This is an optimization exercise on Yosys and OpenROAD, whose aim is small area, a short achievable clock period and few clock cycles per item, not a production implementation. Function was checked by simulation only, so behaviour that the tests miss may differ from the original.

File: design/flow/design.v
package eeg_pkg;
    localparam int OPERAND_W = 31;
    localparam int COEF_W    = 32;
    function automatic logic [31:0] sub_bk(input logic [31:0] a, input logic [31:0] b);
        logic [31:0] g, p, c, t;
        logic [31:0] gg, pp;
        int s, i;
        t  = ~b;
        g  = a & t;
        p  = a ^ t;
        gg = g;
        pp = p;
        for (s = 1; s < 32; s = s * 2) begin
            for (i = 2 * s - 1; i < 32; i = i + 2 * s) begin
                gg[i] = gg[i] | (pp[i] & gg[i - s]);
                pp[i] = pp[i] & pp[i - s];
            end
        end
        for (s = 8; s >= 1; s = s / 2) begin
            for (i = 3 * s - 1; i < 32; i = i + 2 * s) begin
                gg[i] = gg[i] | (pp[i] & gg[i - s]);
                pp[i] = pp[i] & pp[i - s];
            end
        end
        c[0] = 1'b1;
        for (i = 1; i < 32; i = i + 1) begin
            c[i] = gg[i - 1] | pp[i - 1];
        end
        sub_bk = p ^ c;
    endfunction
endpackage
module eeg_ctrl (
    input  logic       i_clk,
    input  logic       i_rst_n,
    input  logic       i_req_valid,
    output logic       o_req_stall,
    output logic       o_rsp_valid,
    input  logic       i_rsp_stall,
    input  logic       i_r1_zero,    
    input  logic       i_ge1,        
    input  logic       i_ge2,        
    output logic       o_idle,       
    output logic       o_up,         
    output logic       o_lvl0,       
    output logic [3:0] o_ccmd        
);
    logic [4:0] r_lvl;
    logic       r_lvl0;
    logic       r_up;
    logic       r_busy;
    logic       r_done;
    logic       w_take;
    logic [3:0] r_ccmd;
    logic w_go_up;
    assign o_idle  = !r_busy;
    assign o_up    = r_up;
    assign w_go_up = r_up && i_ge2;
    assign o_lvl0  = r_lvl0;
    assign o_ccmd  = r_ccmd;
    assign o_rsp_valid = r_done;
    assign o_req_stall = r_busy;
    assign w_take      = r_done && !i_rsp_stall;
    always_ff @(posedge i_clk) begin
        if (!r_busy) begin
            r_lvl  <= 5'd0;
            r_lvl0 <= 1'b1;
            r_up   <= 1'b1;
        end else if (w_go_up) begin
            r_lvl  <= r_lvl + 5'd1;
            r_lvl0 <= 1'b0;
            r_up   <= 1'b1;
        end else if (!r_lvl0) begin
            r_lvl  <= r_lvl - 5'd1;
            r_lvl0 <= (r_lvl == 5'd1);
            r_up   <= 1'b0;
        end else begin
            r_up   <= 1'b1;
        end
    end
    always_ff @(posedge i_clk) begin
        r_ccmd[3] <= !r_busy || (r_lvl0 && r_up && !i_ge1);
        r_ccmd[2] <= w_go_up;
        r_ccmd[1] <= r_lvl0;
        r_ccmd[0] <= i_ge1;
    end
    always_ff @(posedge i_clk) begin
        if (!i_rst_n) begin
            r_busy <= 1'b0;
            r_done <= 1'b0;
        end else begin
            if (!r_busy) begin
                r_busy <= i_req_valid;
            end else if (w_take) begin
                r_busy <= 1'b0;
            end
            r_done <= r_busy && !w_take && i_r1_zero;
        end
    end
endmodule
module eeg_dp (
    input  logic        i_clk,
    input  logic [30:0] i_a,
    input  logic [30:0] i_b,
    input  logic        i_idle,
    input  logic        i_up,
    input  logic        i_lvl0,
    input  logic [3:0]  i_ccmd,
    output logic        o_r1_zero,
    output logic        o_ge1,
    output logic        o_ge2,
    output logic [94:0] o_rsp
);
    logic [30:0] r_r0, r_sr;
    logic [31:0] r_x0, r_sx, r_y0, r_sy;
    logic [31:0] w_dr;
    logic [31:0] w_dx, w_dy;
    logic        w_ge1;
    assign w_dr  = {1'b0, r_r0} - {1'b0, r_sr};
    assign w_ge1 = !w_dr[31];
    assign o_ge1 = w_ge1;
    assign o_ge2 = !r_sr[30] && (r_r0 >= {r_sr[29:0], 1'b0});
    logic w_t, w_upt;
    assign w_t   = i_up ? o_ge2 : w_ge1;
    assign w_upt = i_up && w_t;
    always_ff @(posedge i_clk) begin
        if (i_idle) begin
            r_r0 <= i_a;
        end else if (i_lvl0) begin
            r_r0 <= w_upt ? r_r0 : r_sr;
        end else begin
            r_r0 <= (w_t ^ i_up) ? w_dr[30:0] : r_r0;
        end
        if (i_idle) begin
            r_sr <= i_b;
        end else if (w_upt) begin
            r_sr <= {r_sr[29:0], 1'b0};
        end else if (i_lvl0) begin
            r_sr <= w_ge1 ? w_dr[30:0] : r_r0;
        end else begin
            r_sr <= {1'b0, r_sr[30:1]};
        end
    end
    logic w_c_init, w_c_up, w_c_lvl0, w_c_sub;
    assign {w_c_init, w_c_up, w_c_lvl0, w_c_sub} = i_ccmd;
    assign w_dx = eeg_pkg::sub_bk(r_x0, r_sx);
    assign w_dy = eeg_pkg::sub_bk(r_y0, r_sy);
    always_ff @(posedge i_clk) begin
        if (w_c_init) begin
            r_x0 <= 32'd1;
            r_sx <= 32'd0;
            r_y0 <= 32'd0;
            r_sy <= 32'd1;
        end else if (w_c_up) begin
            r_sx <= {r_sx[30:0], 1'b0};
            r_sy <= {r_sy[30:0], 1'b0};
        end else if (w_c_lvl0) begin
            r_x0 <= r_sx;
            r_sx <= w_c_sub ? w_dx : r_x0;
            r_y0 <= r_sy;
            r_sy <= w_c_sub ? w_dy : r_y0;
        end else begin
            if (w_c_sub) begin
                r_x0 <= w_dx;
                r_y0 <= w_dy;
            end
            r_sx <= {r_sx[31], r_sx[31:1]};
            r_sy <= {r_sy[31], r_sy[31:1]};
        end
    end
    assign o_r1_zero  = (r_sr == 31'd0);
    assign o_rsp      = {r_x0, r_y0, r_r0};
endmodule
module extended_euclid_gcd_unit (
    input  logic        i_clk,
    input  logic        i_rst_n,
    input  logic        i_req_valid,
    output logic        o_req_stall,
    input  logic [61:0] i_req,
    output logic        o_rsp_valid,
    input  logic        i_rsp_stall,
    output logic [94:0] o_rsp
);
    logic       w_idle, w_up, w_lvl0;
    logic [3:0] w_ccmd;
    logic       w_r1_zero, w_ge1, w_ge2;
    eeg_ctrl u_ctrl (
        .i_clk       (i_clk),
        .i_rst_n     (i_rst_n),
        .i_req_valid (i_req_valid),
        .o_req_stall (o_req_stall),
        .o_rsp_valid (o_rsp_valid),
        .i_rsp_stall (i_rsp_stall),
        .i_r1_zero   (w_r1_zero),
        .i_ge1       (w_ge1),
        .i_ge2       (w_ge2),
        .o_idle      (w_idle),
        .o_up        (w_up),
        .o_lvl0      (w_lvl0),
        .o_ccmd      (w_ccmd)
    );
    eeg_dp u_dp (
        .i_clk      (i_clk),
        .i_a        (i_req[61:31]),
        .i_b        (i_req[30:0]),
        .i_idle     (w_idle),
        .i_up       (w_up),
        .i_lvl0     (w_lvl0),
        .i_ccmd     (w_ccmd),
        .o_r1_zero  (w_r1_zero),
        .o_ge1      (w_ge1),
        .o_ge2      (w_ge2),
        .o_rsp      (o_rsp)
    );
endmodule
File: design/flow/run.sh
#!/bin/bash
# synth_recipe.tcl (not shown) runs the flow's synth.tcl, then flattens the netlist and writes it again
# the make line also repeats each setting of config.mk as NAME=value (left out here)
make -C /OpenROAD-flow-scripts/flow DESIGN_CONFIG=/design/flow/config.mk WORK_HOME=/design/flow/orfs CLKGATE_MAP_FILE= SYNTH_SCRIPT=/design/flow/synth_recipe.tcl finish
File: design/flow/config.mk
export PLATFORM = sky130hd
export DESIGN_NAME = extended_euclid_gcd_unit
export DESIGN_NICKNAME = extended_euclid_gcd_unit
export VERILOG_FILES = /design/flow/design.v
export SDC_FILE = /design/flow/constraint.sdc
export NUM_CORES = 4
export LEC_CHECK = 0
export CAP_MARGIN = 20
export CORE_MARGIN = 2
export CORE_UTILIZATION = 65
export PLACE_DENSITY = 0.75
export SETUP_SLACK_MARGIN = 5
export SLEW_MARGIN = 20
File: design/flow/constraint.sdc
create_clock -name core_clock -period 8.0 [get_ports {i_clk}]
set_input_delay 1.6000 -clock core_clock [delete_from_list [all_inputs] [get_ports {i_clk}]]
set_output_delay 1.6000 -clock core_clock [all_outputs]
set_load 0.01 [all_outputs]
==> flow_summary.ini, run 1 <==
[outcome]
status = no timing/DRC/antenna violations

[layout]
num_antenna_cells = 0
fin_nets = 2336
final_area_um2 = 19500
syn_to_final_growth_pct = 30.3
layoutNonFillerInstCount = 2444
final_core_util = 0.863
layout-drive-gt1-share = 0.172

[yosys]
synth_xor_xnor_area_share = 0.0497
synth_edf_count = 31
syn_nets = 2133
seq_area_frac_synth = 0.292
syn-cell-area_um2 = 15000
synth_top_area_share = 0.230
async_flop_share = 0
synth.mux.area_fraction = 0.0537
yosys.area_share.adder = 0.108
ys.flop_type = dfxtp_1
synth-simple-area-share = 0.175
synthCells = 1938
synth_top_family_by_area = compound AO/OA/AOI/OAI gates
synth_area_leaders = dfxtp_1 (23%), ha_1 (11%), a21oi_1 (7.0%)
yosysWarnings = 2
yosysTopAreaCell = dfxtp_1
yosysMostFrequentCell = nor2_1
syn_avg_cell_area_um2 = 7.73
synth_commonest_cells = nor2_1 (240), a21oi_1 (209), nand2_1 (184)
synth_compound_area_frac = 0.261
synth_seq_cells = 203
synthDistinctLibCells = 75

[hold_path]
hold_class = reg2reg
min_from = u_dp.r_sy[20]$_SDFF_PP0_
holdPathEnd = u_dp.r_sy[21]$_SDFF_PP0_
holdPathStages = 1

[global_route]
grtUsageMet1 = 0.442
gr-usage-all-layers = 0.369
grt_max_degree = 97
grt-ovfl-total = 0
met2_usage = 0.638
grt_pass1_wl_um = 73800
grt_busiest_layer = met2
grt_pass1_vias = 14800
met3_usage = 0.0622
antenna_found_initial = 0

[timing]
setup-violations-final = 0
rsz0062_at_grt = true
tightest_slew_ps = 1140
drv_slew = 0
totalNegativeSetupSlack_ps = 0
whs_ps = 481
max_slew_margin = 0.236
worst_slack_ps = 4730
hold_viol = 0
fin_crit_sh = 0.408
clock-skew-final_ps = 16.0
fmax_ghz = 0.306
final.min_clock_period_ps = 3270

[floorplan]
die_area_um2 = 24300
die_h_um = 156
start_util = 0.662
die_w_um = 156
fp-row-count = 55
io-pin-count = 163
core_um2 = 22600

[placement]
dp_cells = 2288
io_buffers = 162
place_ws_ps = 3940
gp_congestion = 0.959
post_dp_cell_area_um2 = 16800
place_hpwl_um = 29900

[routing]
first_iter_violations = 2021
wl_per_cell_um = 21.5
dr.pass1.iters = 8
drc = 0
num_vias = 16500
wl_um = 52600
via_per_inst = 6.74
ant_nets = 0

[clock_tree]
htreeDepth = 1
clock_latency_ps = 540
clk_pin_slew_ps = 60
cts.sinks = 203
cts_root_buffer = clkbuf_16
cts_made_buffers = 24
cts_buffer_depth = 3
cts_hold_buf = 0
cts_tree = built

[worst_setup_path]
crit_required_ps = 8250
endpoint_kind = register
cp.arrival_ps = 3520
rrSetupSlack_ps = 4730
worstRegToRegCells = 12
r2r_start = u_dp.r_sr[26]$_DFF_P_
crit_start = u_dp.r_sr[26]$_DFF_P_
crit_fanout = 6
crit_type = reg2reg
startpoint_type = register
rr_endpoint = u_dp.r_r0[16]$_DFFE_PP_

[flow_run]
max_cap_viol_count = 0
-- placed cells by master, fill, tap and decap left out, types with 9 or more instances in the layout --
| cell type | count |
|---|---|
| dfxtp_1 | 121 |
| nor2b_1 | 9 |
| o21ai_2 | 10 |
| buf_6 | 17 |
| xor2_1 | 35 |
| nor2_1 | 233 |
| clkbuf_16 | 28 |
| and3_1 | 23 |
| nor3_1 | 17 |
| ha_4 | 30 |
| a31oi_1 | 33 |
| ha_1 | 90 |
| a311oi_1 | 9 |
| a21oi_1 | 187 |
| o21a_1 | 20 |
| a211o_1 | 9 |
| dfxtp_2 | 44 |
| o211ai_1 | 18 |
| mux2i_1 | 77 |
| nand2b_1 | 12 |
| a211oi_1 | 36 |
| a21oi_2 | 19 |
| nand4_1 | 21 |
| buf_4 | 92 |
| clkdlybuf4s50_1 | 65 |
| o221ai_1 | 14 |
| o21bai_1 | 11 |
| xnor2_1 | 47 |
| edfxtp_1 | 31 |
| o21ai_0 | 91 |
| nand3_1 | 41 |
| nand2_1 | 180 |
| dlygate4sd2_1 | 97 |
| o21ai_1 | 14 |
| a21o_1 | 30 |
| inv_1 | 118 |
| o22ai_1 | 11 |
| a221o_1 | 15 |
-- registers in the layout (all words and copies together), names as in the netlist, 4 cells and up --
| register | count |
|---|---|
| u_dp.r_sx | 32 |
| u_dp.r_r0 | 31 |
| u_ctrl.r_lvl | 5 |
| u_dp.r_x0 | 32 |
| u_dp.r_sr | 31 |
| u_ctrl.r_ccmd | 4 |
| u_dp.r_y0 | 32 |
| u_dp.r_sy | 32 |
-- how the worst max path moves through the flow --
stage | to | slack, ps
6_report | u_dp.r_r0[16]$_DFFE_PP_ | 4730
5_1_grt | u_dp.r_sr[28]$_DFF_P_ | 4670
4_1_cts | u_dp.r_sr[28]$_DFF_P_ | 4930
3_5_place_dp | u_dp.r_sr[30]$_DFF_P_ | 3940
3_3_place_gp | u_dp.r_sr[30]$_DFF_P_ | 4010
2_1_floorplan | u_dp.r_r0[0]$_DFFE_PP_ | 4910
-- kinds of logic after synthesis --
| family | after synthesis |
|---|---|
| and+or+nand+nor | 594 |
| adders and majority gates | 129 |
| muxes | 80 |
| AOI/OAI and AO/OA | 611 |
| DFF | 203 |
| xor gates and xnor gates | 85 |
| buffers and inverters | 236 |
-- area by class of cell --
class                           count  area, um2
Clock buffer                       34        689
Timing Repair Buffer              284       2680
Inverter                          125        500
Tap cell                          285        357
Multi-Input combinational cell   1501      10700
Fill cell                        1313       3100
Clock inverter                     10        133
Timing Repair inverter              2       20.0
Sequential cell                   203       4460
-- routing by layer --
metal,vias up,part of all wire
met2,1086,0.46
li1,7403,-
met4,0,0.074
met3,315,0.099
met5,-,0
met1,7669,0.36
-- critical path, stage by stage (launching register included) --
cell and delay (ps):
dfxtp_1 540, inv_1 180, ha_1 480, nand2_1 170, nor2_1 120, nand3_1 310
o21a_4 350, buf_12 140, clkinv_16 60, nor3_4 40, o21ai_4 230, buf_12 180
clkbuf_16 160
-- what timing repair did --
action,CTS,global route
setup endpoints to repair,198,141
setup buffers,47,56
cloned,4,5
gates resized for setup,190,157
pin swaps,25,100
Testbench counts, summed over its fixed seeds: cycles 69,827, items 1,200.
==> inputs of run 2 (changes only) <==
--- a/design/flow/config.mk
+++ b/design/flow/config.mk
@@ -9,4 +9,3 @@
 export CORE_MARGIN = 2
-export CORE_UTILIZATION = 65
-export PLACE_DENSITY = 0.75
+export CORE_UTILIZATION = 50
 export SETUP_SLACK_MARGIN = 5
==> run 2 against run 1 <==
Die area up 29%. Worst setup slack better by 140 ps. Via count down 5.7%. Wire length down 4.0%. Synthesized cell count unchanged. Core utilization down 19 points. Clock skew up 1.1 ps.
==> flow_summary.ini, run 2 <==
[clock_tree]
clock_latency_ps = 530
cts.sinks = 203
htreeDepth = 1
cts_root_buffer = clkbuf_16
clk_pin_slew_ps = 70
cts_buffer_depth = 3
cts_hold_buf = 0
cts_made_buffers = 25
cts_tree = built

[layout]
final_common_cell = nor2_1
mostFrequentLayoutCells = nor2_1 (233), a21oi_1 (182), nand2_1 (166)
layout-drive-gt1-share = 0.193
num_antenna_cells = 0
layoutNonFillerInstCount = 2551
syn_to_final_growth_pct = 32.9
n_fill_cell = 2539
fin_nets = 2339

[worst_setup_path]
cp.arrival_ps = 3380
crit_required_ps = 8250
crit_path_cell_trace = buf_6, ha_4, and4_4, o21ai_1, o21ai_2, nand3_2, nand4_4, nand4_4, o21a_4, inv_12, nor3_4, o21ai_4, buf_6, clkbuf_16
crit_type = reg2reg
cp.depth = 14
crit_fanout = 6
rrSetupSlack_ps = 4870
worstRegToRegCells = 14
rr_endpoint = u_dp.r_r0[23]$_DFFE_PP_
path_buf_inv = 4
critPathSlowestCell = edfxtp_1
endpoint_kind = register
startpoint_type = register
path_delay_family = compound AO/OA/AOI/OAI gates
critPathMaxStageDelay_ps = 420
r2r_start = u_dp.r_r0[9]$_DFFE_PP_

[timing]
final.min_clock_period_ps = 3130
fmax_ghz = 0.320
rsz0062_at_grt = true
fin_crit_sh = 0.391
tightest_slew_ps = 1110
drv_slew = 0
whs_ps = 477
clock-skew-final_ps = 17.1
max_slew_margin = 0.256
hold_viol = 0
setup-violations-final = 0
totalNegativeSetupSlack_ps = 0

[floorplan]
fp-row-count = 63
start_util = 0.507
die_area_um2 = 31400
core_um2 = 29600
die_w_um = 177
io-pin-count = 163
die_h_um = 177

[routing]
first_iter_violations = 1321
drc = 0
wl_per_cell_um = 19.8
num_vias = 15500
wl_um = 50500
via_per_inst = 6.09
dr.pass1.iters = 5
ant_nets = 0

[outcome]
status = no timing/DRC/antenna violations

[hold_path]
hold_class = reg2reg
min_from = u_dp.r_sy[20]$_SDFF_PP0_
holdPathStages = 1
holdPathEnd = u_dp.r_sy[21]$_SDFF_PP0_

[yosys]
seq_area_frac_synth = 0.292
synth_area_leaders = dfxtp_1 (23%), ha_1 (11%), a21oi_1 (7.0%)
synth_top_area_share = 0.230
synthDistinctLibCells = 75
synth_commonest_cells = nor2_1 (240), a21oi_1 (209), nand2_1 (184)
syn-cell-area_um2 = 15000
yosysMostFrequentCell = nor2_1
async_flop_share = 0
syn_avg_cell_area_um2 = 7.73
syn_nets = 2133
synth_edf_count = 31
ys.flop_type = dfxtp_1
synth_seq_cells = 203
yosysTopAreaCell = dfxtp_1
synthCells = 1938
yosysWarnings = 2

[global_route]
grt_max_degree = 107
grt-ovfl-total = 0
gr-usage-all-layers = 0.299
antenna_found_initial = 0
grt_pass1_vias = 14300
grt_pass1_wl_um = 75500

[placement]
gp_congestion = 0.885
dp_cells = 2396
io_buffers = 162
place_hpwl_um = 31200

[flow_run]
max_cap_viol_count = 0
## run 2: cell counts after synthesis
Identical to the previous run, type by type.
## run 2: layout make-up
cell class	count	area, um2	area share
Inverter	125	482	0.0242
Timing Repair Buffer	286	2680	0.135
Clock inverter	5	53.8	0.00270
Timing Repair inverter	1	8.76	0.000440
Sequential cell	203	4490	0.225
Tap cell	390	488	0.0245
Multi-Input combinational cell	1502	10900	0.547
Clock buffer	39	812	0.0408
## run 2: cell families after synthesis
logic type	count (synthesis)	synth area share
buf+inv	236	0.0610
fa+ha+maj	129	0.108
simple gates	594	0.175
compound gates	611	0.261
flops	203	0.292
xor+xnor	85	0.0497
mux	80	0.0537
## run 2: worst max-delay path by stage
stage | slack (ps) | start | end
2_1_floorplan | 4910 | u_dp.r_r0[12]$_DFFE_PP_ | u_dp.r_r0[0]$_DFFE_PP_
3_3_place_gp | 3890 | u_dp.r_sr[9]$_DFF_P_ | u_dp.r_r0[5]$_DFFE_PP_
3_5_place_dp | 3880 | u_dp.r_r0[26]$_DFFE_PP_ | u_dp.r_sr[30]$_DFF_P_
4_1_cts | 4910 | u_dp.r_r0[0]$_DFFE_PP_ | u_dp.r_sr[28]$_DFF_P_
5_1_grt | 4800 | u_dp.r_sr[6]$_DFF_P_ | u_dp.r_sr[28]$_DFF_P_
6_report | 4870 | u_dp.r_r0[9]$_DFFE_PP_ | u_dp.r_r0[23]$_DFFE_PP_
## run 2: repair_timing
item | CTS | global route
buffers inserted | 63 | 39
gates cloned | 6 | 3
pin swaps | 25 | 105
setup endpoints to repair | 192 | 123
endpoints found under the hold margin | 0 | 0
resized for setup | 229 | 180
## run 2: metal layers
layer / vias up / share of wire / global-route usage
li1: 7410 / - / -
met1: 7414 / 0.41 / 0.369
met2: 570 / 0.48 / 0.517
met3: 145 / 0.061 / 0.0314
met4: 0 / 0.050 / 0.145
met5: - / 0 / 0
## run 2: worst reg2reg max path, stage by stage (launching register included)
cell and delay [ps]:
edfxtp_1 420, buf_6 150, ha_4 290, and4_4 250, o21ai_1 90, o21ai_2 190, nand3_2 160, nand4_4 160
nand4_4 110, o21a_4 280, inv_12 100, nor3_4 50, o21ai_4 280, buf_6 170, clkbuf_16 150
## run 2: stage by stage
stage	instance area, um2	utilization	setup slack, ps
2_1_floorplan	15100	-	4910
3_3_place_gp	16900	0.573	3890
3_5_place_dp	16900	0.573	3880
4_1_cts	18700	0.634	4910
5_1_grt	19900	0.674	4800
6_report	19900	0.674	4870
==> inputs of run 3 (changes only) <==
--- a/design/flow/config.mk
+++ b/design/flow/config.mk
@@ -9,3 +9,3 @@
 export CORE_MARGIN = 2
-export CORE_UTILIZATION = 50
+export CORE_UTILIZATION = 40
 export SETUP_SLACK_MARGIN = 5
==> run 3 against run 2 <==
Area after synthesis unchanged. Non-clock buffer count increased by 2. Design area decreased by 0.77%.
==> flow_summary.ini, run 3 <==
[floorplan]
fp-row-count = 70
start_util = 0.407
core_um2 = 36800
io-pin-count = 163
die_area_um2 = 39000
die_w_um = 198
die_h_um = 198

[timing]
final.min_clock_period_ps = 3080
clock-skew-final_ps = 12.6
setup-violations-final = 0
fin_crit_sh = 0.385
totalNegativeSetupSlack_ps = 0
fmax_ghz = 0.325
tightest_slew_ps = 1100
drv_slew = 0
rsz0062_at_grt = true
max_slew_margin = 0.263
hold_viol = 0

[yosys]
synth_commonest_cells = nor2_1 (240), a21oi_1 (209), nand2_1 (184)
syn_nets = 2133
synth_area_leaders = dfxtp_1 (23%), ha_1 (11%), a21oi_1 (7.0%)
seq_area_frac_synth = 0.292
yosysMostFrequentCell = nor2_1
synth_edf_count = 31
syn-cell-area_um2 = 15000
ys.flop_type = dfxtp_1
yosysTopAreaCell = dfxtp_1
async_flop_share = 0
syn_avg_cell_area_um2 = 7.73
synthCells = 1938
synth_top_area_share = 0.230
yosysWarnings = 2
synthDistinctLibCells = 75
synth_seq_cells = 203

[hold_path]
hold_class = reg2reg
holdPathStages = 2

[clock_tree]
htreeDepth = 1
cts_root_buffer = clkbuf_16
cts_made_buffers = 27
clock_latency_ps = 570
cts_buffer_depth = 3
cts_tree = built
cts.sinks = 203
cts_hold_buf = 0
clk_pin_slew_ps = 60

[placement]
dp_cells = 2473
gp_congestion = 0.919
place_hpwl_um = 32800
io_buffers = 162

[global_route]
antenna_found_initial = 0
grt_max_degree = 91
grt-ovfl-total = 0
grt_pass1_wl_um = 78600
grt_pass1_vias = 14700
gr-usage-all-layers = 0.251

[layout]
mostFrequentLayoutCells = nor2_1 (233), a21oi_1 (190), nand2_1 (178)
num_antenna_cells = 0
n_fill_cell = 3465
final_common_cell = nor2_1
fin_nets = 2342
layoutNonFillerInstCount = 2633
final_core_util = 0.537
syn_to_final_growth_pct = 31.9
layout-drive-gt1-share = 0.180

[outcome]
status = no timing/DRC/antenna violations

[routing]
wl_um = 51500
via_per_inst = 5.86
drc = 0
num_vias = 15400
first_iter_violations = 1115
ant_nets = 0
dr.pass1.iters = 6
wl_per_cell_um = 19.6

[worst_setup_path]
crit_start = u_dp.r_r0[9]$_DFFE_PP_
crit_required_ps = 6400
crit_fanout = 3
critPathCapture = o_rsp[9]
endpoint_kind = primary output
worstRegToRegCells = 11
rrSetupSlack_ps = 4960
rr_endpoint = u_dp.r_r0[18]$_DFFE_PP_
crit_type = reg2out
cp.arrival_ps = 1480
r2r_start = u_dp.r_r0[10]$_DFFE_PP_
startpoint_type = register

[flow_run]
max_cap_viol_count = 0

[power]
run 3: what timing repair did:
action / 4_1_cts / 5_1_grt
gates cloned: 5 / 2
resized for setup: 204 / 167
pin swaps: 22 / 93
endpoints found under the setup margin: 197 / 136
setup buffers: 58 / 48
run 3: layout make-up:
type | count | area, um2 | area share
repair inverters | 1 | 16.3 | 0.000823
flip-flops and latches | 203 | 4470 | 0.226
repair buffers | 288 | 2700 | 0.137
clock inverters | 5 | 28.8 | 0.00146
clock buffers | 42 | 833 | 0.0421
multi-input cells | 1501 | 10700 | 0.539
well taps | 468 | 586 | 0.0296
inverters | 125 | 485 | 0.0246
run 3: metal layers:
layer  share of wire  GRT usage  up-vias
li1                -          -     7418
met1            0.43      0.330     7359
met2            0.46      0.415      543
met3           0.070     0.0393      104
met4           0.033     0.0894        0
met5               0          0        -
run 3: worst max-delay path: stages (launching register included):
cell and delay [ps]:
edfxtp_1 460, buf_4 180, dlygate4sd2_1 290
run 3: how the worst min path moves through the flow:
stage | slack [ps] | to | start
after floorplan | 330 | u_ctrl.r_ccmd[1]$_DFF_P_ | u_ctrl.r_lvl0$_SDFF_PN1_
after global placement | 450 | u_dp.r_sx[27]$_SDFF_PP0_ | u_dp.r_sx[26]$_SDFF_PP0_
after detailed placement | 450 | u_dp.r_sx[27]$_SDFF_PP0_ | u_dp.r_sx[26]$_SDFF_PP0_
after CTS | 470 | u_dp.r_sx[27]$_SDFF_PP0_ | u_dp.r_sx[26]$_SDFF_PP0_
after global routing | 510 | u_dp.r_sy[21]$_SDFF_PP0_ | u_dp.r_sy[20]$_SDFF_PP0_
final | 470 | u_dp.r_sx[27]$_SDFF_PP0_ | u_dp.r_sx[26]$_SDFF_PP0_
run 3: cells by family (layout without fill, tap and decap cells):
kind of cell,after synthesis,in the layout,share of synthesized area
flops,203,203,0.292
compound gates,611,613,0.261
mux,80,80,0.0537
xor+xnor,85,85,0.0497
fa+ha+maj,129,129,0.108
buf+inv,236,461,0.0610
simple gates,594,594,0.175
run 3: metrics by stage:
stage	hold slack [ps]	worst slack, ps	instance area [um2]
floorplan	329	4910	15100
global placement	445	4160	17000
detailed placement	448	4050	17000
CTS	470	4910	18700
global route	508	4850	19800
finish	466	4920	19800
==> inputs of run 4 (changes only) <==
--- a/design/flow/config.mk
+++ b/design/flow/config.mk
@@ -10,3 +10,3 @@
 export CORE_UTILIZATION = 40
-export SETUP_SLACK_MARGIN = 5
+export SETUP_SLACK_MARGIN = 4.75
 export SLEW_MARGIN = 20
==> run 4 against run 3 <==
Hold slack got worse by 2.8 ps. Via count is 3.6% lower. Design area is 6.6% lower. Global-route usage down 0.86 points. Still clean on timing, DRC and antenna. Clock-buffer cell count grew 1. Cell count is 2.9% lower. Worst setup slack lost 190 ps. Synthesized cell count unchanged. Maximum frequency fell by 5.9%. Critical path type unchanged.
==> flow_summary.ini, run 4 <==
[clock_tree]
cts.sinks = 203
cts_hold_buf = 0
cts_made_buffers = 26
cts_root_buffer = clkbuf_16
cts_buffer_depth = 3
clock_latency_ps = 560
clk_pin_slew_ps = 70
cts_tree = built
htreeDepth = 1

[yosys]
synth_area_leaders = dfxtp_1 (23%), ha_1 (11%), a21oi_1 (7.0%)
synthDistinctLibCells = 75
syn_avg_cell_area_um2 = 7.73
synthCells = 1938
yosysWarnings = 2
syn-cell-area_um2 = 15000
synth_edf_count = 31
yosysMostFrequentCell = nor2_1
syn_nets = 2133
ys.flop_type = dfxtp_1
yosysTopAreaCell = dfxtp_1
synth_commonest_cells = nor2_1 (240), a21oi_1 (209), nand2_1 (184)
seq_area_frac_synth = 0.292
synth_top_area_share = 0.230
synth_seq_cells = 203
async_flop_share = 0

[routing]
ant_nets = 0
dr.pass1.iters = 5
drc = 0
via_per_inst = 5.82
wl_um = 48600
num_vias = 14900
first_iter_violations = 977
wl_per_cell_um = 19.0

[worst_setup_path]
crit_type = reg2out
critPathSlowestCell = clkdlybuf4s50_1
startpoint_type = register
endpoint_kind = primary output
rrSetupSlack_ps = 4840
crit_path_cell_trace = buf_4, clkdlybuf4s50_1
crit_required_ps = 6400
crit_fanout = 4
critPathMaxStageDelay_ps = 530
cp.arrival_ps = 1670

[placement]
post_dp_cell_area_um2 = 16900
place_hpwl_um = 33000
gp_congestion = 0.953
io_buffers = 162

[floorplan]
fp-row-count = 70
start_util = 0.407
die_h_um = 198
io-pin-count = 163
die_w_um = 198
core_um2 = 36800
die_area_um2 = 39000

[timing]
fmax_ghz = 0.305
totalNegativeSetupSlack_ps = 0
rsz0062_at_grt = true
max_slew_margin = 0.246
clock-skew-final_ps = 15.1
final.min_clock_period_ps = 3270
drv_slew = 0
fin_crit_sh = 0.409
tightest_slew_ps = 1130
hold_viol = 0
setup-violations-final = 0

[global_route]
grt_pass1_wl_um = 76500
grt_pass1_vias = 14100
grt_max_degree = 89
gr-usage-all-layers = 0.242
grt-ovfl-total = 0
antenna_found_initial = 0

[layout]
mostFrequentLayoutCells = nor2_1 (238), a21oi_1 (203), nand2_1 (183)
syn_to_final_growth_pct = 23.2
layout-drive-gt1-share = 0.0876
final_area_um2 = 18500
final_common_cell = nor2_1
fin_nets = 2266
num_antenna_cells = 0

[outcome]
status = no timing/DRC/antenna violations

[flow_run]
max_cap_viol_count = 0

[hold_path]
hold_class = reg2reg
## run 4: area by class of cell
| class | instances | area, um2 |
|---|---|---|
| repair inverters | 1 | 8.76 |
| well taps | 468 | 586 |
| repair buffers | 214 | 2090 |
| clock inverters | 3 | 26.3 |
| inverters | 125 | 485 |
| multi-input cells | 1500 | 10100 |
| clock buffers | 43 | 785 |
| flip-flops and latches | 203 | 4410 |
| fillers | 3596 | 18300 |
## run 4: final timing paths
check                      startpoint                  endpoint  depth (start not counted)
max            u_dp.r_r0[0]$_DFFE_PP_                  o_rsp[0]                          2
min reg2reg  u_dp.r_sx[26]$_SDFF_PP0_  u_dp.r_sx[27]$_SDFF_PP0_                          2
min          u_dp.r_sx[26]$_SDFF_PP0_  u_dp.r_sx[27]$_SDFF_PP0_                          2
max reg2reg     u_dp.r_sr[22]$_DFF_P_     u_dp.r_sr[26]$_DFF_P_                         12
## run 4: metrics by stage
step,cells,worst slack [ps],util,hold slack [ps]
6_report,2557,4730,0.502,463
4_1_cts,2529,4720,0.488,464
2_1_floorplan,1938,4750,-,329
3_3_place_gp,2472,3880,0.460,444
5_1_grt,2557,4680,0.502,507
3_5_place_dp,2472,3840,0.460,447
## run 4: cells by family after synthesis
| logic type | count (synthesis) | synth area share |
|---|---|---|
| simple gates | 594 | 0.175 |
| fa+ha+maj | 129 | 0.108 |
| flops | 203 | 0.292 |
| mux | 80 | 0.0537 |
| compound gates | 611 | 0.261 |
| xor+xnor | 85 | 0.0497 |
| buf+inv | 236 | 0.0610 |
## run 4: critical path: cells and delay by family, from the launching register on
| kind | cells | cell delay, ps |
|---|---|---|
| flops | 1 | 430 |
| buf+inv | 2 | 690 |
## run 4: routing by layer
| metal | track usage | vias up | part of all wire |
|---|---|---|---|
| li1 | - | 7275 | - |
| met1 | 0.325 | 7053 | 0.46 |
| met2 | 0.399 | 470 | 0.45 |
| met3 | 0.0434 | 73 | 0.062 |
| met4 | 0.0663 | 0 | 0.025 |
| met5 | 0 | - | 0 |
## run 4: repair_timing
item,CTS,global route
buffers inserted,9,26
resized for setup,28,69
pin swaps,5,21
cloned,2,2
setup endpoints to repair,77,98
==> inputs of run 5 (changes only) <==
==> design/flow/flow/run.sh (new file) <==
#!/bin/bash
# Own flow: the standard layout, with the port buffers made from
# sky130_fd_sc_hd__buf_1 cells instead of the flow's default pick.
set -o pipefail
cp standard.sh standard.sh.txt 2>/dev/null
export BUFFER_PORTS_ARGS="-buffer_cell sky130_fd_sc_hd__buf_1"
bash standard.sh > standard.log 2>&1
==> design/flow/standard.sh (new file) <==
#!/bin/bash
# synth_recipe.tcl (not shown) runs the flow's synth.tcl, then flattens the netlist and writes it again
# the make line also repeats each setting of config.mk as NAME=value (left out here)
make -C /OpenROAD-flow-scripts/flow DESIGN_CONFIG=/design/flow/config.mk WORK_HOME=/design/flow/orfs CLKGATE_MAP_FILE= SYNTH_SCRIPT=/design/flow/synth_recipe.tcl "${@:-finish}"
--- a/design/flow/config.mk
+++ b/design/flow/config.mk
@@ -10,3 +10,3 @@
 export CORE_UTILIZATION = 40
-export SETUP_SLACK_MARGIN = 4.75
+export SETUP_SLACK_MARGIN = 5
 export SLEW_MARGIN = 20
removed: design/flow/run.sh
==> run 5 against run 4 <==
Still clean. Highest routed layer unchanged. Register-to-register slack better by 170 ps. Design area down 0.51%. Synthesized cell count unchanged. Critical endpoint is now u_dp.r_sr[28]$_DFF_P_. Wire length up 2.2%. Critical path type is now reg2reg. Sequential share of layout area up 0.40 points.
==> flow_summary.ini, run 5 <==
[yosys]
seq_area_frac_synth = 0.292
syn-cell-area_um2 = 15000
synthDistinctLibCells = 75
synthCells = 1938
synth_area_leaders = dfxtp_1 (23%), ha_1 (11%), a21oi_1 (7.0%)
synth_edf_count = 31
yosysMostFrequentCell = nor2_1
async_flop_share = 0
yosysTopAreaCell = dfxtp_1
ys.flop_type = dfxtp_1
yosysWarnings = 2
syn_avg_cell_area_um2 = 7.73
synth_commonest_cells = nor2_1 (240), a21oi_1 (209), nand2_1 (184)
syn_nets = 2133
synth_seq_cells = 203
synth_top_area_share = 0.230

[layout]
num_antenna_cells = 0
final_common_cell = nor2_1
final_core_util = 0.499
n_fill_cell = 3594
syn_to_final_growth_pct = 22.5
mostFrequentLayoutCells = nor2_1 (233), a21oi_1 (192), nand2_1 (181)
layout-drive-gt1-share = 0.149
fin_nets = 2311

[clock_tree]
cts_root_buffer = clkbuf_16
htreeDepth = 1
cts_buffer_depth = 3
cts_hold_buf = 0
cts_made_buffers = 27
cts.sinks = 203
cts_tree = built
clk_pin_slew_ps = 60
clock_latency_ps = 560

[global_route]
antenna_found_initial = 0
gr-usage-all-layers = 0.242
grt-ovfl-total = 0
grt_max_degree = 88
grt_pass1_vias = 14400
grt_pass1_wl_um = 76600

[timing]
rsz0062_at_grt = true
clock-skew-final_ps = 15.0
tightest_slew_ps = 1090
max_slew_margin = 0.271
drv_slew = 0
setup-violations-final = 0
final.min_clock_period_ps = 2990
fin_crit_sh = 0.374
totalNegativeSetupSlack_ps = 0
fmax_ghz = 0.335
hold_viol = 0
whs_ps = 462

[worst_setup_path]
critPathMaxStageDelay_ps = 420
startpoint_type = register
critPathSlowestCell = or4_1
crit_type = reg2reg
crit_path_cell_trace = inv_1, ha_2, fa_2, nor2b_2, o31a_1, o31ai_4, o221ai_2, nand2_2, a21oi_4, a31oi_4, or4_1, a31o_1, a31oi_1
endpoint_kind = register
cp.arrival_ps = 3480
crit_fanout = 4
crit_required_ps = 8490

[floorplan]
io-pin-count = 163
die_h_um = 198
die_area_um2 = 39000
fp-row-count = 70
core_um2 = 36800
die_w_um = 198
start_util = 0.407

[placement]
gp_congestion = 0.905
io_buffers = 162
place_hpwl_um = 32500

[routing]
dr.pass1.iters = 5
drc = 0
wl_per_cell_um = 19.1
ant_nets = 0
num_vias = 15100
wl_um = 49600
via_per_inst = 5.81
first_iter_violations = 1112

[outcome]
status = no timing/DRC/antenna violations

[flow_run]
max_cap_viol_count = 0

[hold_path]
hold_class = reg2reg
-- run 5: cell counts after synthesis --
No cell type changed its count.
-- run 5: layout make-up --
| class | count | area [um2] | share of cell area |
|---|---|---|---|
| well taps | 468 | 586 | 0.0319 |
| clock buffers | 42 | 793 | 0.0432 |
| repair inverters | 1 | 8.76 | 0.000477 |
| flip-flops and latches | 203 | 4460 | 0.243 |
| clock inverters | 6 | 35.0 | 0.00191 |
| inverters | 125 | 482 | 0.0262 |
| repair buffers | 256 | 1440 | 0.0781 |
| multi-input cells | 1502 | 10600 | 0.575 |
-- run 5: critical path: cells and delay by family (launching register included) --
kind            cells  cell delay [ps]
compound gates      7             1230
simple gates        3              720
fa+ha+maj           2              570
flops               1              340
buf+inv             1               60
-- run 5: what timing repair did --
item                                    4_1_cts  5_1_grt
hold endpoints to repair                      0        0
cloned                                        3        5
pin swaps                                    24       57
endpoints found under the setup margin       89      135
resized for setup                            82      127
setup buffers                                32       43
-- run 5: path summary, 6_finish.rpt --
| path | from | to | slack [ps] | cells past startpoint |
|---|---|---|---|---|
| worst max-delay path | u_dp.r_r0[0]$_DFFE_PP_ | u_dp.r_sr[28]$_DFF_P_ | 5010 | 13 |
| worst min-delay path | u_dp.r_sx[26]$_SDFF_PP0_ | u_dp.r_sx[27]$_SDFF_PP0_ | 460 | 2 |
| worst max register to register | u_dp.r_r0[0]$_DFFE_PP_ | u_dp.r_sr[28]$_DFF_P_ | 5010 | 13 |
| worst min register to register | u_dp.r_sx[26]$_SDFF_PP0_ | u_dp.r_sx[27]$_SDFF_PP0_ | 460 | 2 |
-- run 5: kinds of logic after synthesis --
group,count (synthesis),share of synthesized area
and+or+nand+nor,594,0.175
buffers and inverters,236,0.0610
adders and majority gates,129,0.108
DFF,203,0.292
xor gates and xnor gates,85,0.0497
AOI/OAI and AO/OA,611,0.261
muxes,80,0.0537
-- run 5: per-stage QoR --
step                      worst slack, ps  cells  area, um2
final                                5010   2603      18400
after global routing                 4910   2603      18400
after CTS                            4960   2555      17500
after detailed placement             4090   2472      16000
after global placement               4160   2472      16000
after floorplan                      4910   1938      15100
-- run 5: per-layer routing --
layer / GRT usage / vias up / wire length, um
li1: - / 7365 / -
met1: 0.313 / 7184 / 21800
met2: 0.405 / 471 / 22500
met3: 0.0417 / 108 / 3510
met5: 0 / - / 0
met4: 0.0852 / 0 / 1870
==> inputs of run 6 (changes only) <==
--- a/design/flow/flow/run.sh
+++ b/design/flow/flow/run.sh
@@ -4,3 +4,2 @@
 set -o pipefail
-cp standard.sh standard.sh.txt 2>/dev/null
 export BUFFER_PORTS_ARGS="-buffer_cell sky130_fd_sc_hd__buf_1"
--- a/design/flow/config.mk
+++ b/design/flow/config.mk
@@ -10,2 +10,3 @@
 export CORE_UTILIZATION = 40
+export CTS_BUF_LIST = sky130_fd_sc_hd__clkbuf_4 sky130_fd_sc_hd__clkbuf_8
 export SETUP_SLACK_MARGIN = 5
==> run 6 against run 5 <==
Via count up 1.9%. Global-route usage up 0.25 points. First-iteration DRC count up 6.7%. Synthesized cell count is the same. Clock-buffer cell count increased by 23. Core utilization grew 0.73 points. Register-to-register slack worse by 20 ps. Hold slack improved by 2.2 ps. Highest routed layer unchanged. Critical endpoint is now u_dp.r_r0[6]$_DFFE_PP_.
==> flow_summary.ini, run 6 <==
[outcome]
status = no timing/DRC/antenna violations

[timing]
max_slew_margin = 0.292
final.min_clock_period_ps = 3010
worst_slack_ps = 4990
clock-skew-final_ps = 28.9
hold_viol = 0
rsz0062_at_grt = true
totalNegativeSetupSlack_ps = 0
fin_crit_sh = 0.376
fmax_ghz = 0.332
tightest_slew_ps = 1060
drv_slew = 0
setup-violations-final = 0
whs_ps = 464

[routing]
num_vias = 15400
drc = 0
first_iter_violations = 1187
dr.pass1.iters = 5
ant_nets = 0
wl_per_cell_um = 19.1
wl_um = 50500
via_per_inst = 5.83

[placement]
gp_congestion = 0.905
place_ws_ps = 4090
io_buffers = 162
place_hpwl_um = 32500
dp_cells = 2472

[yosys]
syn-cell-area_um2 = 15000
async_flop_share = 0
synth_top_area_share = 0.230
synthCells = 1938
yosysTopAreaCell = dfxtp_1
synth_area_leaders = dfxtp_1 (23%), ha_1 (11%), a21oi_1 (7.0%)
synthDistinctLibCells = 75
syn_avg_cell_area_um2 = 7.73
syn_nets = 2133
yosysMostFrequentCell = nor2_1
yosysWarnings = 2
synth_commonest_cells = nor2_1 (240), a21oi_1 (209), nand2_1 (184)
synth_seq_cells = 203
ys.flop_type = dfxtp_1
synth_edf_count = 31
seq_area_frac_synth = 0.292

[flow_run]
max_cap_viol_count = 0

[layout]
n_fill_cell = 3556
mostFrequentLayoutCells = nor2_1 (234), a21oi_1 (189), nand2_1 (181)
regArea_um2 = 4470
syn_to_final_growth_pct = 24.3
fin_nets = 2342
num_antenna_cells = 0
multiInputGateArea_um2 = 10700
layout-drive-gt1-share = 0.176
final_common_cell = nor2_1
final_core_util = 0.507
layoutNonFillerInstCount = 2642

[floorplan]
io-pin-count = 163
die_area_um2 = 39000
core_um2 = 36800
start_util = 0.407
fp-row-count = 70
die_h_um = 198
die_w_um = 198

[clock_tree]
clk_pin_slew_ps = 60
cts_root_buffer = clkbuf_8
clock_latency_ps = 610
cts_made_buffers = 42
htreeDepth = 2
cts_buffer_depth = 3
cts_tree = built
cts.sinks = 203

[global_route]
grt-ovfl-total = 0
grt_max_degree = 88
grt_pass1_wl_um = 76700
antenna_found_initial = 0
grt_pass1_vias = 14500
gr-usage-all-layers = 0.245

[worst_setup_path]
crit_type = reg2reg
startpoint_type = register
endpoint_kind = register
crit_fanout = 5
crit_required_ps = 8350
cp.arrival_ps = 3360

[hold_path]
hold_class = reg2reg
## run 6: timing repair
item / in CTS / in global routing
pin swaps: 21 / 80
gates resized for setup: 78 / 147
hold buffers: 0 / 0
setup endpoints to repair: 89 / 137
gates cloned: 2 / 7
setup buffers: 35 / 55
## run 6: path summary, 6_finish.rpt
path              slack [ps]                     start  depth (start not counted)                       end
setup reg to reg        4990   u_dp.r_r0[11]$_DFFE_PP_                         10    u_dp.r_r0[6]$_DFFE_PP_
hold reg to reg          460  u_dp.r_sx[26]$_SDFF_PP0_                          2  u_dp.r_sx[27]$_SDFF_PP0_
setup / recovery        4990   u_dp.r_r0[11]$_DFFE_PP_                         10    u_dp.r_r0[6]$_DFFE_PP_
hold / removal           460  u_dp.r_sx[26]$_SDFF_PP0_                          2  u_dp.r_sx[27]$_SDFF_PP0_
## run 6: area by class of cell
cell class,instances,share of cell area
Clock inverter,6,0.00208
Timing Repair Buffer,272,0.0856
Sequential cell,203,0.240
Inverter,125,0.0258
Timing Repair inverter,1,0.000470
Multi-Input combinational cell,1502,0.572
Tap cell,468,0.0314
Clock buffer,65,0.0433
## run 6: per-stage QoR
stage          cell area [um2]
2_1_floorplan            15100
3_3_place_gp             16000
3_5_place_dp             16000
4_1_cts                  17500
5_1_grt                  18600
6_report                 18600
## run 6: critical path: stages (launching register included)
cell	delay [ps]
edfxtp_1	430
buf_4	170
ha_1	270
nand4_1	150
or4_4	520
o211ai_1	380
o31a_4	290
buf_6	120
o21ai_4	60
buf_12	170
clkbuf_16	160
## run 6: logic make-up (layout without fill, tap and decap cells)
logic type / after synthesis / after routing / share of synthesized area
AOI/OAI and AO/OA: 611 / 614 / 0.261
xor gates and xnor gates: 85 / 85 / 0.0497
adders and majority gates: 129 / 129 / 0.108
buffers and inverters: 236 / 469 / 0.0610
DFF: 203 / 203 / 0.292
muxes: 80 / 80 / 0.0537
and+or+nand+nor: 594 / 594 / 0.175
## run 6: routing by layer
metal	wire (um)	GRT usage
met2	23100	0.406
met3	3720	0.0468
met5	0	0
met1	21800	0.310
met4	1870	0.105
==> inputs of run 7 (changes only) <==
--- a/design/flow/config.mk
+++ b/design/flow/config.mk
@@ -9,4 +9,4 @@
 export CORE_MARGIN = 2
-export CORE_UTILIZATION = 40
-export CTS_BUF_LIST = sky130_fd_sc_hd__clkbuf_4 sky130_fd_sc_hd__clkbuf_8
+export CORE_UTILIZATION = 45
+export PLACE_DENSITY = 0.6
 export SETUP_SLACK_MARGIN = 5
==> run 7 against run 6 <==
Critical path depth grew 2. Sequential share of layout area shrank 0.39 points. Core utilization grew 7.4 points. Cell count shrank 1.3%. Worst setup slack lost 35 ps. Critical endpoint is now u_dp.r_sr[28]$_DFF_P_. Largest cell class unchanged.
==> flow_summary.ini, run 7 <==
[floorplan]
die_w_um = 187
core_um2 = 32700
io-pin-count = 163
die_h_um = 187
die_area_um2 = 34800
fp-row-count = 66
start_util = 0.458

[clock_tree]
cts.sinks = 203
clk_pin_slew_ps = 60
cts_root_buffer = clkbuf_16
clock_latency_ps = 530
cts_hold_buf = 0
cts_tree = built
htreeDepth = 1
cts_made_buffers = 26
cts_buffer_depth = 3

[yosys]
async_flop_share = 0
yosysWarnings = 2
synth_edf_count = 31
synth_commonest_cells = nor2_1 (240), a21oi_1 (209), nand2_1 (184)
seq_area_frac_synth = 0.292
yosysTopAreaCell = dfxtp_1
synth_top_area_share = 0.230
synthCells = 1938
synthDistinctLibCells = 75
ys.flop_type = dfxtp_1
syn_avg_cell_area_um2 = 7.73
syn_nets = 2133
synth_seq_cells = 203
syn-cell-area_um2 = 15000
yosysMostFrequentCell = nor2_1
synth_area_leaders = dfxtp_1 (23%), ha_1 (11%), a21oi_1 (7.0%)

[worst_setup_path]
endpoint_kind = register
crit_type = reg2reg
worstRegToRegCells = 12
critPathSlowestCell = edfxtp_1
startpoint_type = register
cp.depth = 12
critPathMaxStageDelay_ps = 500
cp.arrival_ps = 3510
crit_fanout = 4
crit_path_frequent_cell = nand4_4
path_buf_inv = 1
crit_required_ps = 8460
crit_path_cell_trace = ha_4, and3_4, nand2_4, nor3_4, nand3_2, nand4_4, nand4_4, o21a_4, buf_6, or4_1, a31o_1, a31oi_1
path_delay_family = simple AND/OR/NAND/NOR gates

[global_route]
grt_max_degree = 96
grt_pass1_vias = 14500
grt_pass1_wl_um = 76500
grt-ovfl-total = 0
gr-usage-all-layers = 0.266
antenna_found_initial = 0

[timing]
setup-violations-final = 0
drv_slew = 0
whs_ps = 474
max_slew_margin = 0.290
fmax_ghz = 0.328
rsz0062_at_grt = true
final.min_clock_period_ps = 3050
fin_crit_sh = 0.381
tightest_slew_ps = 1060
totalNegativeSetupSlack_ps = 0
hold_viol = 0
clock-skew-final_ps = 13.6

[routing]
wl_met3_um = 3370
wl_um = 50300
drc = 0
via_per_inst = 5.94
top_layer = met4
num_vias = 15500
first_iter_violations = 1237
wl_met2_um = 23600
dr.pass1.iters = 5
wl_per_cell_um = 19.3
ant_nets = 0
wl_met1_um = 21400

[placement]
io_buffers = 162
place_hpwl_um = 31400
gp_congestion = 0.918

[layout]
num_antenna_cells = 0
layout-drive-gt1-share = 0.178
final_common_cell = nor2_1
syn_to_final_growth_pct = 26.7
mostFrequentLayoutCells = nor2_1 (234), a21oi_1 (189), nand2_1 (179)
fin_nets = 2341

[hold_path]
hold_class = reg2reg
holdPathStages = 2

[outcome]
status = no timing/DRC/antenna violations

[flow_run]
max_cap_viol_count = 0
-- run 7: changes by cell type in the layout (fill, tap and decap cells not counted), moves of 4 or more --
| cell | delta |
|---|---|
| clkbuf_16 | +28 |
| buf_4 | +11 |
| ha_1 | -5 |
| ha_4 | +5 |
| clkbuf_4 | -14 |
| clkbuf_8 | -47 |
| clkbuf_1 | +9 |
| dfxtp_2 | +4 |
| dfxtp_1 | -5 |
-- run 7: cell type report --
cell class / instances / area [um2]
tap: 442 / 553
inverter: 125 / 495
multi-input combinational: 1501 / 10800
sequential: 203 / 4480
timing repair buffer: 287 / 1790
timing repair inverter: 2 / 20.0
clock inverter: 5 / 50.0
clock buffer: 42 / 815
fill: 3046 / 13700
-- run 7: cells by family (layout without fill, tap and decap cells) --
kind of cell	Yosys count	in the layout	share of synthesized area
DFF	203	203	0.292
AOI/OAI and AO/OA	611	613	0.261
xor gates and xnor gates	85	85	0.0497
buffers and inverters	236	461	0.0610
adders and majority gates	129	129	0.108
and+or+nand+nor	594	594	0.175
muxes	80	80	0.0537
-- run 7: repair_timing --
action	CTS	global route
gates cloned	4	4
resized for setup	110	154
endpoints found under the setup margin	97	119
pin swaps	36	72
setup buffers	47	58
-- run 7: worst paths after layout --
| check | endpoint | slack (ps) | from |
|---|---|---|---|
| setup / recovery | u_dp.r_sr[28]$_DFF_P_ | 4950 | u_dp.r_r0[18]$_DFFE_PP_ |
| hold / removal | u_dp.r_sx[27]$_SDFF_PP0_ | 470 | u_dp.r_sx[26]$_SDFF_PP0_ |
| setup reg to reg | u_dp.r_sr[28]$_DFF_P_ | 4950 | u_dp.r_r0[18]$_DFFE_PP_ |
| hold reg to reg | u_dp.r_sx[27]$_SDFF_PP0_ | 470 | u_dp.r_sx[26]$_SDFF_PP0_ |
-- run 7: through the flow --
stage	util	cells	setup slack (ps)	area, um2
final	0.581	2607	4950	19000
after global routing	0.581	2607	4850	19000
after CTS	0.543	2545	4970	17700
after detailed placement	0.489	2447	3900	16000
after global placement	0.489	2447	3940	16000
after floorplan	-	1938	4910	15100
-- run 7: tightest hold or removal path, cell delays in order (launching register included) --
cell	delay, ps
dfxtp_1	320
nand2_1	60
o21ai_0	60
-- run 7: per-layer routing --
layer,global-route usage,up-vias
li1,-,7426
met1,0.343,7315
met2,0.459,619
met3,0.0340,133
met4,0.0897,0
met5,0,-
==> inputs of run 8 (changes only) <==
--- a/design/flow/config.mk
+++ b/design/flow/config.mk
@@ -9,4 +9,3 @@
 export CORE_MARGIN = 2
-export CORE_UTILIZATION = 45
-export PLACE_DENSITY = 0.6
+export CORE_UTILIZATION = 40
 export SETUP_SLACK_MARGIN = 5
==> run 8 against run 7 <==
Core utilization decreased by 8.1 points. Non-clock buffer count decreased by 31. Via count decreased by 2.4%. Cell count decreased by 0.15%. Flip-flop and latch count unchanged. Clock skew increased by 1.4 ps. Largest cell class unchanged.
==> flow_summary.ini, run 8 <==
[outcome]
status = no timing/DRC/antenna violations

[routing]
drc = 0
ant_nets = 0
wl_um = 49600
num_vias = 15100
dr.pass1.iters = 5
via_per_inst = 5.81
first_iter_violations = 1112
wl_per_cell_um = 19.1

[yosys]
yosysMostFrequentCell = nor2_1
yosysWarnings = 2
synth_xor_xnor_area_share = 0.0497
syn_avg_cell_area_um2 = 7.73
synth_edf_count = 31
ys.flop_type = dfxtp_1
synthDistinctLibCells = 75
synth_seq_cells = 203
yosys.area_share.adder = 0.108
async_flop_share = 0
synth-simple-area-share = 0.175
synth.mux.area_fraction = 0.0537
yosysTopAreaCell = dfxtp_1
synth_compound_area_frac = 0.261
synth_area_leaders = dfxtp_1 (23%), ha_1 (11%), a21oi_1 (7.0%)
synth_commonest_cells = nor2_1 (240), a21oi_1 (209), nand2_1 (184)
seq_area_frac_synth = 0.292
synth_top_family_by_area = compound AO/OA/AOI/OAI gates
synthCells = 1938
syn-cell-area_um2 = 15000
syn_nets = 2133
synth_top_area_share = 0.230

[timing]
final.min_clock_period_ps = 2990
fin_crit_sh = 0.374
hold_viol = 0
max_slew_margin = 0.271
worst_slack_ps = 5010
totalNegativeSetupSlack_ps = 0
rsz0062_at_grt = true
fmax_ghz = 0.335
clock-skew-final_ps = 15.0
setup-violations-final = 0
drv_slew = 0
tightest_slew_ps = 1090

[global_route]
antenna_found_initial = 0
grt-ovfl-total = 0
grt_pass1_vias = 14400
gr-usage-all-layers = 0.242
grt_max_degree = 88
grt_pass1_wl_um = 76600

[clock_tree]
cts_tree = built
htreeDepth = 1
clock_latency_ps = 560
cts_buffer_depth = 3
clk_pin_slew_ps = 60
cts_root_buffer = clkbuf_16
cts.sinks = 203
cts_made_buffers = 27

[layout]
num_antenna_cells = 0
layout-drive-gt1-share = 0.149
final_common_cell = nor2_1
layoutNonFillerInstCount = 2603
fin_nets = 2311
syn_to_final_growth_pct = 22.5
mostFrequentLayoutCells = nor2_1 (233), a21oi_1 (192), nand2_1 (181)

[floorplan]
start_util = 0.407
core_um2 = 36800
io-pin-count = 163
die_area_um2 = 39000
die_h_um = 198
die_w_um = 198
fp-row-count = 70

[worst_setup_path]
critPathMaxStageDelay_ps = 420
path_buf_inv = 1
critPathCapture = u_dp.r_sr[28]$_DFF_P_
crit_required_ps = 8490
crit_start = u_dp.r_r0[0]$_DFFE_PP_
worstRegToRegCells = 13
path_delay_family = compound AO/OA/AOI/OAI gates
endpoint_kind = register
startpoint_type = register
crit_type = reg2reg
r2r_start = u_dp.r_r0[0]$_DFFE_PP_
crit_path_cell_trace = inv_1, ha_2, fa_2, nor2b_2, o31a_1, o31ai_4, o221ai_2, nand2_2, a21oi_4, a31oi_4, or4_1, a31o_1, a31oi_1
cp.arrival_ps = 3480
cp.depth = 13
critPathSlowestCell = or4_1
rrSetupSlack_ps = 5010
crit_fanout = 4
rr_endpoint = u_dp.r_sr[28]$_DFF_P_

[placement]
dp_cells = 2472
place_ws_ps = 4090
gp_congestion = 0.905
place_hpwl_um = 32500
io_buffers = 162

[hold_path]
holdPathStages = 2
hold_class = reg2reg

[flow_run]
max_cap_viol_count = 0
-- run 8: cell counts after synthesis --
Identical to the previous run, type by type.
-- run 8: repair_timing --
action | in CTS | in global routing
endpoints found under the setup margin | 89 | 135
hold endpoints to repair | 0 | 0
resized for setup | 82 | 127
buffers inserted | 32 | 43
pin swaps | 24 | 57
hold buffers | 0 | 0
gates cloned | 3 | 5
-- run 8: worst min-delay path by stage --
stage | from | end | slack, ps
2_1_floorplan | u_ctrl.r_lvl0$_SDFF_PN1_ | u_ctrl.r_ccmd[1]$_DFF_P_ | 330
3_3_place_gp | u_dp.r_sx[26]$_SDFF_PP0_ | u_dp.r_sx[27]$_SDFF_PP0_ | 440
3_5_place_dp | u_dp.r_sx[26]$_SDFF_PP0_ | u_dp.r_sx[27]$_SDFF_PP0_ | 450
4_1_cts | u_dp.r_sx[26]$_SDFF_PP0_ | u_dp.r_sx[27]$_SDFF_PP0_ | 470
5_1_grt | u_dp.r_sx[19]$_SDFF_PP0_ | u_dp.r_sx[20]$_SDFF_PP0_ | 510
6_report | u_dp.r_sx[26]$_SDFF_PP0_ | u_dp.r_sx[27]$_SDFF_PP0_ | 460
-- run 8: area by class of cell --
type	count	area, um2
clock inverter	6	35.0
timing repair buffer	256	1440
clock buffer	42	793
timing repair inverter	1	8.76
sequential	203	4460
multi-input combinational	1502	10600
fill	3594	18400
tap	468	586
inverter	125	482
-- run 8: layer usage --
| layer | vias to the layer above | GRT usage | wire length (um) |
|---|---|---|---|
| met5 | - | 0 | 0 |
| met4 | 0 | 0.0852 | 1870 |
| met3 | 108 | 0.0417 | 3510 |
| met2 | 471 | 0.405 | 22500 |
| met1 | 7184 | 0.313 | 21800 |
| li1 | 7365 | - | - |
-- run 8: logic make-up after synthesis --
| kind of cell | Yosys count |
|---|---|
| flip-flops | 203 |
| multiplexers | 80 |
| AND/OR/NAND/NOR | 594 |
| adder cells (fa/ha/maj) | 129 |
| buffers and inverters | 236 |
| AO/OA/AOI/OAI | 611 |
| XOR/XNOR | 85 |
-- run 8: per-stage QoR --
stage / hold slack [ps] / util / area [um2]
5_1_grt: 509 / 0.499 / 18400
3_3_place_gp: 441 / 0.435 / 16000
6_report: 462 / 0.499 / 18400
2_1_floorplan: 329 / - / 15100
3_5_place_dp: 448 / 0.435 / 16000
4_1_cts: 465 / 0.475 / 17500
-- run 8: worst reg2reg max path: stages (launching register included) --
cell	delay [ps]
edfxtp_1	340
inv_1	60
ha_2	210
fa_2	360
nor2b_2	160
o31a_1	210
o31ai_4	80
o221ai_2	250
nand2_2	140
a21oi_4	200
a31oi_4	130
or4_1	420
a31o_1	210
a31oi_1	150
==> inputs of run 9 (changes only) <==
==> design/flow/flow/run.sh (replaced) <==
#!/bin/bash
# Own flow: the standard layout, with the port buffers made from
# sky130_fd_sc_hd__buf_2 cells instead of the flow's default pick.
set -o pipefail
export BUFFER_PORTS_ARGS="-buffer_cell sky130_fd_sc_hd__buf_2"
bash standard.sh > standard.log 2>&1
==> run 9 against run 8 <==
Sequential share of layout area down 0.91 points. Cell count grew 0.81%. Worst setup slack worse by 66 ps.
==> flow_summary.ini, run 9 <==
[clock_tree]
cts_root_buffer = clkbuf_16
cts_made_buffers = 28
clock_latency_ps = 560
cts_hold_buf = 0
htreeDepth = 1
clk_pin_slew_ps = 60
cts_buffer_depth = 3
cts_tree = built
cts.sinks = 203

[worst_setup_path]
critPathSlowestCell = edfxtp_1
crit_path_cell_trace = buf_4, buf_4, buf_2
path_delay_family = flip-flops
critPathMaxStageDelay_ps = 460
cp.depth = 3
cp.arrival_ps = 1450
startpoint_type = register
endpoint_kind = primary output
crit_required_ps = 6400
crit_path_frequent_cell = buf_4
worstRegToRegCells = 14
crit_fanout = 3
path_buf_inv = 3
crit_type = reg2out

[yosys]
synth_seq_cells = 203
synth_area_leaders = dfxtp_1 (23%), ha_1 (11%), a21oi_1 (7.0%)
synth_compound_area_frac = 0.261
yosys.area_share.adder = 0.108
synth_top_family_by_area = compound AO/OA/AOI/OAI gates
seq_area_frac_synth = 0.292
synth_commonest_cells = nor2_1 (240), a21oi_1 (209), nand2_1 (184)
syn_avg_cell_area_um2 = 7.73
synth_top_area_share = 0.230
async_flop_share = 0
synth.mux.area_fraction = 0.0537
syn-cell-area_um2 = 15000
yosysWarnings = 2
ys.flop_type = dfxtp_1
yosysMostFrequentCell = nor2_1
yosysTopAreaCell = dfxtp_1
synth_xor_xnor_area_share = 0.0497
syn_nets = 2133
synthCells = 1938
synth-simple-area-share = 0.175
synth_edf_count = 31
synthDistinctLibCells = 75

[routing]
dr.pass1.iters = 7
ant_nets = 0
num_vias = 15400
drc = 0
via_per_inst = 5.85
wl_um = 49700
first_iter_violations = 1174
wl_per_cell_um = 18.9

[hold_path]
holdPathStages = 2
hold_class = reg2reg

[timing]
totalNegativeSetupSlack_ps = 0
hold_viol = 0
fin_crit_sh = 0.382
clock-skew-final_ps = 10.8
drv_slew = 0
max_slew_margin = 0.318
setup-violations-final = 0
final.min_clock_period_ps = 3050
rsz0062_at_grt = true
fmax_ghz = 0.327
worst_slack_ps = 4950
tightest_slew_ps = 1020

[placement]
io_buffers = 162
place_ws_ps = 3990
place_hpwl_um = 32400
dp_cells = 2473
gp_congestion = 0.927

[floorplan]
die_w_um = 198
io-pin-count = 163
core_um2 = 36800
die_h_um = 198
fp-row-count = 70
die_area_um2 = 39000
start_util = 0.407

[layout]
num_antenna_cells = 0
layoutNonFillerInstCount = 2624
layout-drive-gt1-share = 0.246
final_common_cell = nor2_1
mostFrequentLayoutCells = nor2_1 (232), a21oi_1 (191), nand2_1 (179)
n_fill_cell = 3491
syn_to_final_growth_pct = 27.4
final_core_util = 0.519
fin_nets = 2331

[global_route]
grt_pass1_vias = 14500
gr-usage-all-layers = 0.243
grt_pass1_wl_um = 76500
grt-ovfl-total = 0
grt_max_degree = 91
antenna_found_initial = 0

[flow_run]
max_cap_viol_count = 0

[outcome]
status = no timing/DRC/antenna violations
## run 9: cell counts after synthesis
No cell type changed its count.
## run 9: final timing paths
kind                            slack, ps                        to                      from
worst min register to register        460  u_dp.r_sx[27]$_SDFF_PP0_  u_dp.r_sx[26]$_SDFF_PP0_
worst min-delay path                  460  u_dp.r_sx[27]$_SDFF_PP0_  u_dp.r_sx[26]$_SDFF_PP0_
worst max register to register       4970     u_dp.r_sr[28]$_DFF_P_      u_dp.r_sr[1]$_DFF_P_
worst max-delay path                 4950                 o_rsp[14]   u_dp.r_r0[14]$_DFFE_PP_
## run 9: layout make-up
cell class / count / area [um2] / area share
well taps: 468 / 586 / 0.0307
flip-flops and latches: 203 / 4460 / 0.234
clock inverters: 9 / 98.8 / 0.00518
inverters: 125 / 483 / 0.0253
repair inverters: 1 / 11.3 / 0.000590
multi-input cells: 1501 / 10700 / 0.559
repair buffers: 276 / 1890 / 0.0992
clock buffers: 41 / 875 / 0.0458
## run 9: stage by stage
step / hold slack, ps / cell area [um2]
floorplan: 329 / 15100
global placement: 440 / 16200
detailed placement: 443 / 16200
CTS: 462 / 18000
global route: 494 / 19100
finish: 461 / 19100
## run 9: worst min-delay path: stages, from the launching register on
cell and delay [ps]:
dfxtp_1 320, nand2_1 50, o21ai_0 60
## run 9: per-layer routing
layer | part of all wire | global-route usage | routed length [um]
met5 | 0 | 0 | 0
met2 | 0.46 | 0.408 | 23000
met3 | 0.066 | 0.0429 | 3300
met4 | 0.040 | 0.0955 | 2000
met1 | 0.43 | 0.310 | 21400
## run 9: timing repair
item	4_1_cts	5_1_grt
endpoints found under the hold margin	0	0
buffers inserted	47	47
cloned	5	2
setup endpoints to repair	102	125
pin swaps	35	89
resized for setup	105	149
## run 9: cell families after synthesis
logic type               Yosys count
flip-flops                       203
XOR/XNOR                          85
AND/OR/NAND/NOR                  594
adder cells (fa/ha/maj)          129
multiplexers                      80
AO/OA/AOI/OAI                    611
buffers and inverters            236

[static timing again, ports no longer ideal]
The results above use ideal ports. As a check the final layouts listed here were re-extracted and re-timed, cells and wires unchanged. Step 1 sets driving cells, clkbuf_16 on the clock port and buf_2 on the other inputs (assumed; they add their load-dependent delay and slew). Step 2, shift: input delay + t, output delay - t, t = (earliest + latest rising clock arrival at the registers) / 2. This alone moves slack from input paths to output paths. a / b / c = ideal / step 1 / step 2; a / b = the first two.
run | t (ns) | setup slack, ns | hold WS [ns]
run 1 | 0.582 | 4.732 / 4.732 / 4.732 | 0.481 / 0.481 / 0.481
run 2 | 0.579 | 4.871 / 4.871 / 4.871 | 0.477 / 0.477 / 0.477
run 3 | 0.611 | 4.919 / 4.867 / 4.839 | 0.466 / 0.466 / 0.466
run 4 | 0.603 | 4.725 / 4.671 / 4.842 | 0.463 / 0.463 / 0.463
run 5 | 0.609 | 5.012 / 4.983 / 5.012 | 0.462 / 0.462 / 0.462
run 6 | 0.641 | 4.990 / 4.948 / 4.990 | 0.464 / 0.464 / 0.464
run 7 | 0.577 | 4.955 / 4.955 / 4.955 | 0.474 / 0.474 / 0.474
run 8 | 0.609 | 5.012 / 4.983 / 5.012 | 0.462 / 0.462 / 0.462
run 9 | 0.607 | 4.946 / 4.893 / 4.967 | 0.461 / 0.461 / 0.461
After both steps setup and hold are still met in every run listed. The setup slack of run 3, which loses most, moves by -0.052 ns with the drivers and by -0.080 ns with both steps.
